This design comes from an exercise in tuning for small area, a short achievable clock period and few clock cycles on the open sky130 flow, not from production work. The RTL of this run was laid out without a check of its function. Power and IR drop assume default switching activity.

--- config.mk ---
export PLATFORM = sky130hd
export DESIGN_NAME = battery_undervoltage_monitor
export DESIGN_NICKNAME = battery_undervoltage_monitor
export VERILOG_FILES = /design/flow/design.v
export SDC_FILE = /design/flow/constraint.sdc
export NUM_CORES = 4
export LEC_CHECK = 0
export CAP_MARGIN = 20
export CORE_MARGIN = 2
export CORE_UTILIZATION = 40
export SLEW_MARGIN = 20
--- constraint.sdc ---
create_clock -name core_clock -period 10.0 [get_ports {clk_i}]
set_input_delay 2.0000 -clock core_clock [delete_from_list [all_inputs] [get_ports {clk_i}]]
set_output_delay 2.0000 -clock core_clock [all_outputs]
set_load 0.01 [all_outputs]
--- run.sh ---
#!/bin/bash
# synth_recipe.tcl (not shown) runs the flow's synth.tcl, then flattens the netlist and writes it again
# the make line also repeats each setting of config.mk as NAME=value (left out here)
make -C /OpenROAD-flow-scripts/flow DESIGN_CONFIG=/design/flow/config.mk WORK_HOME=/design/flow/orfs CLKGATE_MAP_FILE= SYNTH_SCRIPT=/design/flow/synth_recipe.tcl finish
--- design.v ---
`timescale 1ns / 1ps
package bum_pkg;
  localparam int unsigned HistoryDepth = 64;
  localparam int unsigned MvW          = 16;
  localparam int unsigned TimeW        = 32;
  localparam int unsigned CfgAddrW     = 3;
  localparam int unsigned InDataW      = 48;
  localparam int unsigned OutDataW     = 24;
  localparam int unsigned Lanes        = 16;
  localparam int unsigned Blocks       = HistoryDepth / Lanes;
  localparam logic [MvW-1:0] CriticalReset = 16'd7000;
  localparam logic [MvW-1:0] WarningReset  = 16'd11500;
  localparam logic [MvW-1:0] DeadbandReset = 16'd50;
  localparam logic [MvW-1:0] WindowReset   = 16'd2000;
  localparam logic           AutoReset     = 1'b1;
  localparam logic FuncSample = 1'b0;
  localparam logic FuncCheck  = 1'b1;
  typedef enum logic [1:0] {
    LVL_UNKNOWN  = 2'd0,
    LVL_CRITICAL = 2'd1,
    LVL_WARNING  = 2'd2,
    LVL_NORMAL   = 2'd3
  } level_e;
  typedef enum logic [CfgAddrW-1:0] {
    CFG_CRITICAL     = 3'd0,
    CFG_WARNING      = 3'd1,
    CFG_DEADBAND     = 3'd2,
    CFG_WINDOW       = 3'd3,
    CFG_AUTO_DISABLE = 3'd4
  } cfg_addr_e;
endpackage
`timescale 1ns / 1ps
module bum_history #(
  localparam int unsigned Depth  = bum_pkg::HistoryDepth,
  localparam int unsigned Lanes  = bum_pkg::Lanes,
  localparam int unsigned Blocks = bum_pkg::Blocks,
  localparam int unsigned Groups = Lanes / 4,
  localparam int unsigned IdxW   = $clog2(Depth),
  localparam int unsigned LaneW  = $clog2(Lanes),
  localparam int unsigned MvW    = bum_pkg::MvW,
  localparam int unsigned TimeW  = bum_pkg::TimeW
) (
  input  logic                     clk_i,
  input  logic                     wr_en_i,
  input  logic [IdxW-1:0]          wr_slot_i,
  input  logic [TimeW-1:0]         wr_now_i,
  input  logic [MvW-1:0]           wr_mv_i,
  input  logic [Blocks*Lanes-1:0]  cmp_sel_i,
  input  logic [TimeW-1:0]         cmp_now_i,    
  input  logic [15:0]              cmp_him1_i,   
  input  logic [15:0]              cmp_blo_i,    
  input  logic                     cmp_wrap_i,   
  output logic [Lanes-1:0]         cmp_mask_o,
  input  logic [Blocks*Lanes-1:0]  sum_sel_i,
  output logic [Groups*(MvW+2)-1:0] sum_o,
  output logic [LaneW:0]           cnt_o
);
  function automatic logic ge16(input logic [15:0] a, input logic [15:0] b);
    logic [15:0] g, e;
    logic [7:0]  g1, e1;
    logic [3:0]  g2, e2;
    logic [1:0]  g3, e3;
    g = a & ~b;
    e = ~(a ^ b);
    for (int k = 0; k < 8; k++) begin
      g1[k] = g[2*k+1] | (e[2*k+1] & g[2*k]);
      e1[k] = e[2*k+1] & e[2*k];
    end
    for (int k = 0; k < 4; k++) begin
      g2[k] = g1[2*k+1] | (e1[2*k+1] & g1[2*k]);
      e2[k] = e1[2*k+1] & e1[2*k];
    end
    for (int k = 0; k < 2; k++) begin
      g3[k] = g2[2*k+1] | (e2[2*k+1] & g2[2*k]);
      e3[k] = e2[2*k+1] & e2[2*k];
    end
    ge16 = g3[1] | (e3[1] & (g3[0] | e3[0]));
  endfunction
  logic [TimeW-1:0] ts [Depth];
  logic [MvW-1:0]   mv [Depth];
  for (genvar i = 0; i < Depth; i++) begin : g_ent
    logic [TimeW-1:0] ts_q;
    logic [MvW-1:0]   mv_q;
    always_ff @(posedge clk_i) begin
      if (wr_en_i && (wr_slot_i == IdxW'(i))) begin
        ts_q <= wr_now_i;
        mv_q <= wr_mv_i;
      end
    end
    assign ts[i] = ts_q;
    assign mv[i] = mv_q;
  end
  logic [MvW-1:0] lane_mv [Lanes];
  logic [Lanes-1:0] lane_hit;
  for (genvar l = 0; l < Lanes; l++) begin : g_lane
    logic [TimeW-1:0] st;
    logic [MvW-1:0]   sv;
    logic             le, ge, hit, vld;
    always_comb begin
      st  = '0;
      sv  = '0;
      vld = 1'b0;
      for (int b = 0; b < Blocks; b++) begin
        st  = st | ({TimeW{cmp_sel_i[b*Lanes + l]}} & ts[b*Lanes + l]);
        sv  = sv | ({MvW{sum_sel_i[b*Lanes + l]}} & mv[b*Lanes + l]);
        vld = vld | cmp_sel_i[b*Lanes + l];
      end
    end
    assign le  = ge16(cmp_now_i[15:0], st[15:0]);
    assign ge  = ge16(st[15:0], cmp_blo_i);
    assign hit = ((st[31:16] == cmp_now_i[31:16]) && le) || ((st[31:16] == cmp_him1_i) && !le);
    assign cmp_mask_o[l] = vld && hit && (cmp_wrap_i ? (ge || le) : (ge && le));
    assign lane_mv[l]  = sv;
    assign lane_hit[l] = |{sum_sel_i[0*Lanes + l], sum_sel_i[1*Lanes + l],
                           sum_sel_i[2*Lanes + l], sum_sel_i[3*Lanes + l]};
  end
  for (genvar g = 0; g < Groups; g++) begin : g_grp
    assign sum_o[g*(MvW+2) +: MvW+2] = (MvW+2)'(lane_mv[4*g]) + (MvW+2)'(lane_mv[4*g+1]) +
                      (MvW+2)'(lane_mv[4*g+2]) + (MvW+2)'(lane_mv[4*g+3]);
  end
  always_comb begin
    cnt_o = '0;
    for (int l = 0; l < Lanes; l++) begin
      cnt_o = cnt_o + (LaneW+1)'(lane_hit[l]);
    end
  end
endmodule
`timescale 1ns / 1ps
module battery_undervoltage_monitor #(
  parameter int unsigned HistoryDepth = bum_pkg::HistoryDepth
) (
  input  logic                           clk_i,
  input  logic                           rst_ni,
  input  logic                           s_axis_tvalid_i,
  output logic                           s_axis_tready_o,
  input  logic [bum_pkg::InDataW-1:0]    s_axis_tdata_i,
  input  logic                           s_axis_tuser_i,
  output logic                           m_axis_tvalid_o,
  input  logic                           m_axis_tready_i,
  output logic [bum_pkg::OutDataW-1:0]   m_axis_tdata_o,
  input  logic                           cfg_valid_i,
  output logic                           cfg_ready_o,
  input  logic [bum_pkg::CfgAddrW-1:0]   cfg_addr_i,
  input  logic [bum_pkg::MvW-1:0]        cfg_data_i
);
  localparam int unsigned MvW    = bum_pkg::MvW;
  localparam int unsigned TimeW  = bum_pkg::TimeW;
  localparam int unsigned Lanes  = bum_pkg::Lanes;
  localparam int unsigned Blocks = bum_pkg::Blocks;
  localparam int unsigned IdxW   = $clog2(bum_pkg::HistoryDepth);
  localparam int unsigned LaneW  = $clog2(Lanes);
  localparam int unsigned BlkW   = $clog2(Blocks);
  localparam int unsigned AccW   = MvW + IdxW;
  localparam int unsigned ResW   = MvW + 5;
  localparam int unsigned Groups = Lanes / 4;
  localparam int unsigned NSlot  = 9;    
  localparam int unsigned SlotW  = $clog2(NSlot);
  localparam int unsigned CntW   = $clog2(NSlot + 1);
  logic [MvW-1:0] critical_q, warning_q, deadband_q, window_q;
  logic           auto_q;
  always_ff @(posedge clk_i or negedge rst_ni) begin
    if (!rst_ni) begin
      critical_q <= bum_pkg::CriticalReset;
      warning_q  <= bum_pkg::WarningReset;
      deadband_q <= bum_pkg::DeadbandReset;
      window_q   <= bum_pkg::WindowReset;
      auto_q     <= bum_pkg::AutoReset;
    end else if (cfg_valid_i) begin
      case (cfg_addr_i)
        bum_pkg::CFG_CRITICAL:     critical_q <= cfg_data_i;
        bum_pkg::CFG_WARNING:      warning_q  <= cfg_data_i;
        bum_pkg::CFG_DEADBAND:     deadband_q <= cfg_data_i;
        bum_pkg::CFG_WINDOW:       window_q   <= cfg_data_i;
        bum_pkg::CFG_AUTO_DISABLE: auto_q     <= cfg_data_i[0];
        default: ;
      endcase
    end
  end
  logic [MvW-1:0]   s_mv;
  logic [TimeW-1:0] s_now;
  logic             tready_q, accept;
  logic [MvW:0]     lo_full, hi_full;
  logic [MvW-1:0]   lo_bound, hi_bound;
  logic [1:0]       s_cls;
  assign s_mv   = s_axis_tdata_i[MvW-1:0];
  assign s_now  = s_axis_tdata_i[bum_pkg::InDataW-1:MvW];
  assign accept = s_axis_tvalid_i && tready_q;
  assign lo_full  = {1'b0, s_mv} - {1'b0, deadband_q};
  assign hi_full  = {1'b0, s_mv} + {1'b0, deadband_q};
  assign lo_bound = lo_full[MvW] ? '0 : lo_full[MvW-1:0];
  assign hi_bound = hi_full[MvW] ? '1 : hi_full[MvW-1:0];
  always_comb begin
    if (s_mv == '0) begin
      s_cls = bum_pkg::LVL_UNKNOWN;
    end else if (s_mv <= critical_q) begin
      s_cls = bum_pkg::LVL_CRITICAL;
    end else if (s_mv <= warning_q) begin
      s_cls = bum_pkg::LVL_WARNING;
    end else begin
      s_cls = bum_pkg::LVL_NORMAL;
    end
  end
  logic             iv_q, iu_q;
  logic [TimeW-1:0] inow_q;
  logic [MvW-1:0]   imv_q, ilo_q, ihi_q;
  logic [1:0]       icls_q;
  logic             hold, proc, is_samp, is_chk, nxt_chk;
  always_ff @(posedge clk_i or negedge rst_ni) begin
    if (!rst_ni) begin
      iv_q <= 1'b0;
    end else begin
      iv_q <= accept || (iv_q && hold);
    end
  end
  always_ff @(posedge clk_i) begin
    if (accept) begin
      iu_q   <= s_axis_tuser_i;
      inow_q <= s_now;
    end
  end
  always_ff @(posedge clk_i) begin
    imv_q  <= s_mv;
    ilo_q  <= lo_bound;
    ihi_q  <= hi_bound;
    icls_q <= s_cls;
  end
  logic [MvW-1:0]   held_q;
  logic [1:0]       lvl_q;
  logic             take, store, changed, alert, gate;
  logic [IdxW-1:0]  wp_q;
  logic             full_q;
  logic             pend_q;
  logic [IdxW-1:0]  pend_slot_q;
  logic [TimeW-1:0] pend_now_q;
  logic [MvW-1:0]   pend_mv_q;
  logic             cmp_v_q;
  logic [1:0]       cmp_g_q;
  assign hold    = iv_q && iu_q && cmp_v_q && (cmp_g_q != 2'(Blocks - 1));
  assign proc    = iv_q && !hold;
  assign is_samp = proc && !iu_q;
  assign is_chk  = proc && iu_q;
  assign take    = (held_q < ilo_q) || (held_q > ihi_q);
  assign store   = is_samp && take;
  assign changed = icls_q != lvl_q;
  assign alert   = changed && ((icls_q == bum_pkg::LVL_CRITICAL) ||
                               (icls_q == bum_pkg::LVL_WARNING));
  assign gate    = (lvl_q == bum_pkg::LVL_CRITICAL) && auto_q;
  always_ff @(posedge clk_i or negedge rst_ni) begin
    if (!rst_ni) begin
      held_q <= '0;
      lvl_q  <= bum_pkg::LVL_UNKNOWN;
      wp_q   <= '0;
      full_q <= 1'b0;
      pend_q <= 1'b0;
    end else begin
      if (store) begin
        held_q <= imv_q;
        lvl_q  <= icls_q;
        wp_q   <= wp_q + IdxW'(1);
        if (wp_q == '1) full_q <= 1'b1;
      end
      pend_q <= store;
    end
  end
  always_ff @(posedge clk_i) begin
    pend_slot_q <= wp_q;
    pend_now_q  <= inow_q;
    pend_mv_q   <= imv_q;
  end
  logic [BlkW-1:0]          cmp_blk_q, cmp_blk_d;
  logic [IdxW-1:0]          snap_wp_q, snap_wp_d;
  logic                     snap_full_q, snap_full_d;
  logic                     cmp_gate_q;
  logic [SlotW-1:0]         cmp_slot_q;
  logic [TimeW-1:0]         ctx_now_q;
  logic [15:0]              ctx_him1_q, ctx_blo_q;
  logic                     ctx_wrap_q;
  logic                     cmp_v_d;
  logic [1:0]               cmp_g_d;
  logic [Blocks*Lanes-1:0]  cmp_sel_q, cmp_sel_d;
  logic [SlotW-1:0]         wf_q;
  assign cmp_v_d     = is_chk || (cmp_v_q && (cmp_g_q != 2'(Blocks - 1)));
  assign cmp_g_d     = is_chk ? 2'd0 : cmp_g_q + 2'd1;
  assign cmp_blk_d   = is_chk ? wp_q[IdxW-1:LaneW] : cmp_blk_q + BlkW'(1);
  assign snap_wp_d   = is_chk ? wp_q : snap_wp_q;
  assign snap_full_d = is_chk ? full_q : snap_full_q;
  assign nxt_chk     = accept ? s_axis_tuser_i : hold;
  always_comb begin
    for (int b = 0; b < Blocks; b++) begin
      for (int l = 0; l < Lanes; l++) begin
        cmp_sel_d[b*Lanes + l] = cmp_v_d && (cmp_blk_d == BlkW'(b)) &&
                                 (snap_full_d || (IdxW'(b*Lanes + l) < snap_wp_d));
      end
    end
  end
  always_ff @(posedge clk_i or negedge rst_ni) begin
    if (!rst_ni) begin
      cmp_v_q   <= 1'b0;
      cmp_sel_q <= '0;
    end else begin
      cmp_v_q   <= cmp_v_d;
      cmp_sel_q <= cmp_sel_d;
    end
  end
  always_ff @(posedge clk_i) begin
    cmp_g_q     <= cmp_g_d;
    cmp_blk_q   <= cmp_blk_d;
    snap_wp_q   <= snap_wp_d;
    snap_full_q <= snap_full_d;
    if (is_chk) begin
      cmp_gate_q <= gate;
      cmp_slot_q <= wf_q;
      ctx_now_q  <= inow_q;
      ctx_him1_q <= inow_q[31:16] - 16'd1;
      ctx_blo_q  <= inow_q[15:0] - window_q;
      ctx_wrap_q <= inow_q[15:0] < window_q;
    end
  end
  logic [Lanes-1:0]         cmp_mask;
  logic [Groups*(MvW+2)-1:0] grp_sum;
  logic [LaneW:0]           blk_cnt;
  logic                     m_v_q, m_first_q, m_last_q, m_gate_q;
  logic [SlotW-1:0]         m_slot_q;
  logic [Blocks*Lanes-1:0]  m_sel_q;
  logic                     g_v_q, g_first_q, g_last_q, g_gate_q;
  logic [SlotW-1:0]         g_slot_q;
  logic [Groups*(MvW+2)-1:0] g_sum_q;
  logic [LaneW:0]           g_cnt_q;
  logic                     a_v_q;
  logic [SlotW-1:0]         a_slot_q;
  logic [AccW-1:0]          acc_sum_q, acc_cap_q, blk_total;
  logic                     dis;
  bum_history u_history (
    .clk_i      (clk_i),
    .wr_en_i    (pend_q),
    .wr_slot_i  (pend_slot_q),
    .wr_now_i   (pend_now_q),
    .wr_mv_i    (pend_mv_q),
    .cmp_sel_i  (cmp_sel_q),
    .cmp_now_i  (ctx_now_q),
    .cmp_him1_i (ctx_him1_q),
    .cmp_blo_i  (ctx_blo_q),
    .cmp_wrap_i (ctx_wrap_q),
    .cmp_mask_o (cmp_mask),
    .sum_sel_i  (m_sel_q),
    .sum_o      (grp_sum),
    .cnt_o      (blk_cnt)
  );
  always_ff @(posedge clk_i or negedge rst_ni) begin
    if (!rst_ni) begin
      m_v_q   <= 1'b0;
      m_sel_q <= '0;
      g_v_q   <= 1'b0;
      a_v_q   <= 1'b0;
    end else begin
      m_v_q <= cmp_v_q;
      for (int b = 0; b < Blocks; b++) begin
        m_sel_q[b*Lanes +: Lanes] <= cmp_sel_q[b*Lanes +: Lanes] & cmp_mask;
      end
      g_v_q <= m_v_q;
      a_v_q <= g_v_q && g_last_q && g_gate_q;
    end
  end
  always_comb begin
    blk_total = '0;
    for (int g = 0; g < Groups; g++) begin
      blk_total = blk_total + AccW'(g_sum_q[g*(MvW+2) +: MvW+2]);
    end
  end
  always_ff @(posedge clk_i) begin
    m_first_q <= cmp_g_q == 2'd0;
    m_last_q  <= cmp_g_q == 2'(Blocks - 1);
    m_gate_q  <= cmp_gate_q;
    m_slot_q  <= cmp_slot_q;
    g_first_q <= m_first_q;
    g_last_q  <= m_last_q;
    g_gate_q  <= m_gate_q;
    g_slot_q  <= m_slot_q;
    g_sum_q   <= grp_sum;
    g_cnt_q   <= blk_cnt;
    a_slot_q  <= g_slot_q;
    if (g_v_q) begin
      acc_sum_q <= (g_first_q ? '0 : acc_sum_q) + blk_total;
      acc_cap_q <= (g_first_q ? '0 : acc_cap_q) + AccW'(critical_q) * AccW'(g_cnt_q);
    end
  end
  assign dis = (acc_sum_q != '0) && (acc_sum_q <= acc_cap_q);
  logic [ResW-1:0]  slot_q [NSlot];
  logic [NSlot-1:0] slot_rdy_q;
  logic [SlotW-1:0] rf_q;
  logic [CntW-1:0]  cnt_q, cnt_d;
  logic [ResW-1:0]  res, head;
  logic             head_rdy, head_fin, move, ov_q;
  logic [ResW-1:0]  o_q;
  assign res = iu_q ? {held_q, 3'b000, lvl_q} :
                      {store ? imv_q : held_q, 1'b0, store && alert, store && changed,
                       store ? icls_q : lvl_q};
  assign head_fin = a_v_q && (a_slot_q == rf_q);
  assign head_rdy = slot_rdy_q[rf_q] || head_fin;
  assign move     = head_rdy && (!ov_q || m_axis_tready_i);
  always_comb begin
    head    = slot_q[rf_q];
    head[4] = head_fin ? dis : head[4];
  end
  for (genvar k = 0; k < NSlot; k++) begin : g_slot
    always_ff @(posedge clk_i) begin
      if (proc && (wf_q == SlotW'(k))) begin
        slot_q[k] <= res;
      end else if (a_v_q && (a_slot_q == SlotW'(k))) begin
        slot_q[k][4] <= dis;
      end
    end
    always_ff @(posedge clk_i or negedge rst_ni) begin
      if (!rst_ni) begin
        slot_rdy_q[k] <= 1'b0;
      end else if (move && (rf_q == SlotW'(k))) begin
        slot_rdy_q[k] <= 1'b0;
      end else if (proc && (wf_q == SlotW'(k))) begin
        slot_rdy_q[k] <= !iu_q || !gate;
      end else if (a_v_q && (a_slot_q == SlotW'(k))) begin
        slot_rdy_q[k] <= 1'b1;
      end
    end
  end
  assign cnt_d = cnt_q + CntW'(accept) - CntW'(move);
  always_ff @(posedge clk_i or negedge rst_ni) begin
    if (!rst_ni) begin
      wf_q     <= '0;
      rf_q     <= '0;
      cnt_q    <= '0;
      ov_q     <= 1'b0;
      tready_q <= 1'b1;
    end else begin
      if (proc) wf_q <= (wf_q == SlotW'(NSlot - 1)) ? '0 : wf_q + SlotW'(1);
      if (move) rf_q <= (rf_q == SlotW'(NSlot - 1)) ? '0 : rf_q + SlotW'(1);
      cnt_q    <= cnt_d;
      ov_q     <= move || (ov_q && !m_axis_tready_i);
      tready_q <= (cnt_d < CntW'(NSlot)) &&
                  !(nxt_chk && cmp_v_d && (cmp_g_d != 2'(Blocks - 1)));
    end
  end
  always_ff @(posedge clk_i) begin
    if (move) o_q <= head;
  end
  assign s_axis_tready_o = tready_q;
  assign cfg_ready_o     = 1'b1;
  assign m_axis_tvalid_o = ov_q;
  assign m_axis_tdata_o  = {3'b000, o_q};
endmodule
==> metrics.yaml <==
grt_pass1_vias: 101529
skew_ns: 0.0996
relSlewSlack_pct: 19.8
synthFlopType: "edfxtp_1"
min_from: "g_slot_q[2]$_DFF_P_"
r2r_setup_slack_ns: 4.62
fmax_mhz: 186
route.detailed.drc: 0
port_buffers: 95
total_power_uw: 40900
ir_drop_uv: 217
ys.warnings.count: 6
wl_per_cell_um: 28.6
cts_setup_buffers: 0
worst_pin_slew_ns: 1.20
grt_pass1_wl_mm: 729
required_ns: 10.90
place_inst: 17296
syn_to_final_growth_pct: 13.0
cts.sinks: 3886
track_usage_pct: 23.6
fin_cells: 18039
ys_ff_latch: 3886
layout_common_cells: "edfxtp_1 (3429), a22oi_1 (1383), nand2_1 (1000)"
cp-end-kind: "flip-flop"
power.density_nw_per_um2: 214
io_pins: 100
drt-total-wl_mm: 515
row_count: 238
crit_path_top_delay_cell: "dfrtp_1"
clock-root-buffer: "clkbuf_16"
synth_area_um2: 169000
dp_hpwl_mm: 301
rr_startpoint: "m_sel_q[12]$_DFF_PN0_"
tns_ns: 0
dieArea_um2: 428000
critPathKind: "reg2reg"
fillers: 37274
numCtsBuffers: 391
drive_gt1_share_pct: 9.21
die-width_um: 654
r2r-end: "g_sum_q[70]$_DFF_P_"
clk_latency_ns: 1.01
cts_tree: "done"
slew_viol_final: 0
postLayoutCoreUtil_pct: 45.5
nNetsFinal: 13174
hold_end: "a_slot_q[2]$_DFF_P_"
synth-async-reset-ratio_pct: 6.36
synth-seq-area-share_pct: 67.1
outcome: "no timing/DRC/antenna violations"
synth_edf_count: 3429
rsz0062_at_grt: "false"
synth_top_area_share_pct: 60.9
core_area_um2: 420000
antenna_left: 0
dr.pass1.iters: 6
drv_cap: 0
cp_max_fo: 17
htreeDepth: 5
hold_violations: 0
viasPerCell: 5.76
antenna_found_initial: 36
synth_area_per_cell_um2: 14.4
min_path_cells: 0
synthTopCellsByArea: "edfxtp_1 (61%), ha_1 (6.3%), a22oi_1 (6.1%), dfrtp_1 (3.3%), dfxtp_1 (2.5%)"
crit_path_max_incr_delay_ns: 0.59
start_util_pct: 40.2
crit_chain: "a22oi_1, nand2_1, ha_1, fa_1, a21oi_1, o21ai_0, o41ai_1, o21ba_2, xor2_1, fa_1, inv_1, ha_1, nand3_1, nand2_1, a41o_1, o41a_1, a41o_1, nor4b_2, a211o_1"
setup_viol: 0
die_h_um: 654
drt_iter0_markers: 12686
p_leak_uw: 0.0689
ys_types: 98
grt_overflow: 0
hp-class: "reg2reg"
grt_start_max_net_pins: 115
cts_resized: 0
yosys.area.top_type: "edfxtp_1"
route.vias.total: 103876
mostFrequentLayoutCell: "edfxtp_1"
fin_crit_sh_pct: 53.8
r2r_cells: 19
arrival_ns: 6.28
clk_pin_slew_ns: 0.06
worstSetupStartpointType: "flip-flop"
syn_inst: 11735
place_congestion: 0.900
ctsHoldBuffers: 0
clockBufferDepth: 4
fin_crit_ns: 5.38
==> metrics by stage <==
stage	area [um2]	worst slack [ns]	hold WS, ns
finish	191000	4.62	0.311
global placement	178000	4.51	0.310
global route	191000	4.22	0.317
CTS	191000	4.72	0.312
detailed placement	178000	4.46	0.312
floorplan	169000	5.22	0.310
==> synthesized netlist by cell type (all sizes together) (162+ instances only) <==
cell type,instances
fa,200
dfxtp,210
nand2,1000
a21oi,309
nor2,322
ha,849
xnor2,416
edfxtp,3429
xor2,246
nand4,162
o21ai,271
inv,687
a22oi,1384
dfrtp,221
clkbuf,336
==> cell type report <==
type / instances / area (um2) / area share, %
Clock inverter: 206 / 2110 / 1.10
Clock buffer: 521 / 10800 / 5.67
Sequential cell: 3886 / 114000 / 59.4
Multi-Input combinational cell: 6698 / 51800 / 27.1
Inverter: 691 / 2600 / 1.36
Tap cell: 5640 / 7060 / 3.69
Timing Repair Buffer: 384 / 3190 / 1.67
Antenna cell: 13 / 32.5 / 0.0170
==> logic make-up (layout without fill, tap and decap cells) <==
family,count (synthesis),in the layout,share of synthesized area (%)
flip-flops,3886,3886,67.1
AO/OA/AOI/OAI,2774,2774,11.8
AND/OR/NAND/NOR,2134,2134,5.92
buffers and inverters,1153,1802,2.63
adder cells (fa/ha/maj),1049,1049,8.65
XOR/XNOR,662,662,3.43
multiplexers,75,75,0.494
other,2,17,0.00444
==> flip-flops by register name, summed over array words and instances, names as in the netlist, 21 cells and up <==
name	flops
cmp_sel_q	64
o_q	21
inow_q	32
acc_cap_q	22
ctx_now_q	32
acc_sum_q	22
g_sum_q	72
slot_q	189
u_history.g_ent.mv_q	1024
m_sel_q	64
pend_now_q	32
u_history.g_ent.ts_q	2048
==> where the power goes <==
part | internal, uW | switching (uW) | total, uW
combinational | 2090 | 4180 | 6270
sequential | 18900 | 919 | 19900
clock | 8460 | 6350 | 14800
==> critical path, delay by kind of cell, from the launching register on <==
kind,cells,cell delay [ns]
AND/OR/NAND/NOR,4,0.47
AO/OA/AOI/OAI,9,2.46
XOR/XNOR,1,0.25
flip-flops,1,0.59
adder cells (fa/ha/maj),4,1.49
buffers and inverters,1,0.07
==> how the worst max path moves through the flow <==
stage | start | to | slack, ns | cells past startpoint
detailed placement | s_axis_tdata_i[4] | ihi_q[11]$_SDFF_PP1_ | 4.46 | 10
global route | m_sel_q[13]$_DFF_PN0_ | g_sum_q[70]$_DFF_P_ | 4.22 | 18
finish | m_sel_q[12]$_DFF_PN0_ | g_sum_q[70]$_DFF_P_ | 4.62 | 19
floorplan | m_sel_q[29]$_DFF_PN0_ | g_sum_q[70]$_DFF_P_ | 5.22 | 20
global placement | s_axis_tdata_i[4] | ihi_q[2]$_SDFF_PP1_ | 4.51 | 10
CTS | m_sel_q[28]$_DFF_PN0_ | g_sum_q[70]$_DFF_P_ | 4.72 | 19
==> metal layers <==
metal	track usage, %	part of all wire [%]	vias up
met3	4.28	9.0	992
li1	-	-	45557
met1	32.4	41	52541
met4	10.0	4.7	18
met5	0	0.022	-
met2	37.0	45	4768

==> port drivers added, routing unchanged <==
No port has a modelled driver above. Below, the same layout with a new extraction and two added sets of constraints.
Step 1 (the two cells are an assumption about what drives the block):
set clk [get_ports {clk_i}]
set_driving_cell -lib_cell sky130_fd_sc_hd__clkbuf_16 $clk
set_driving_cell -lib_cell sky130_fd_sc_hd__buf_2 [delete_from_list [all_inputs] $clk]
Step 2 moves the port delays by t, midway between the first and last clock arrival at a register: inputs arrive t later, outputs are due t later. That takes back most of the time a late clock gives input paths.
Slacks: ideal / step 1 / step 2; pairs: ideal / step 1.
t, ns: 1.073
setup slack, ns: 4.624 / 4.624 / 4.356
worst hold slack (ns): 0.311 / 0.311 / 0.311
latest minus earliest clock arrival (ns): 0.102 / 0.102
After both steps setup and hold are still met in this run. The setup slack of this run moves by 0.000 ns with the drivers and by -0.268 ns with both steps.
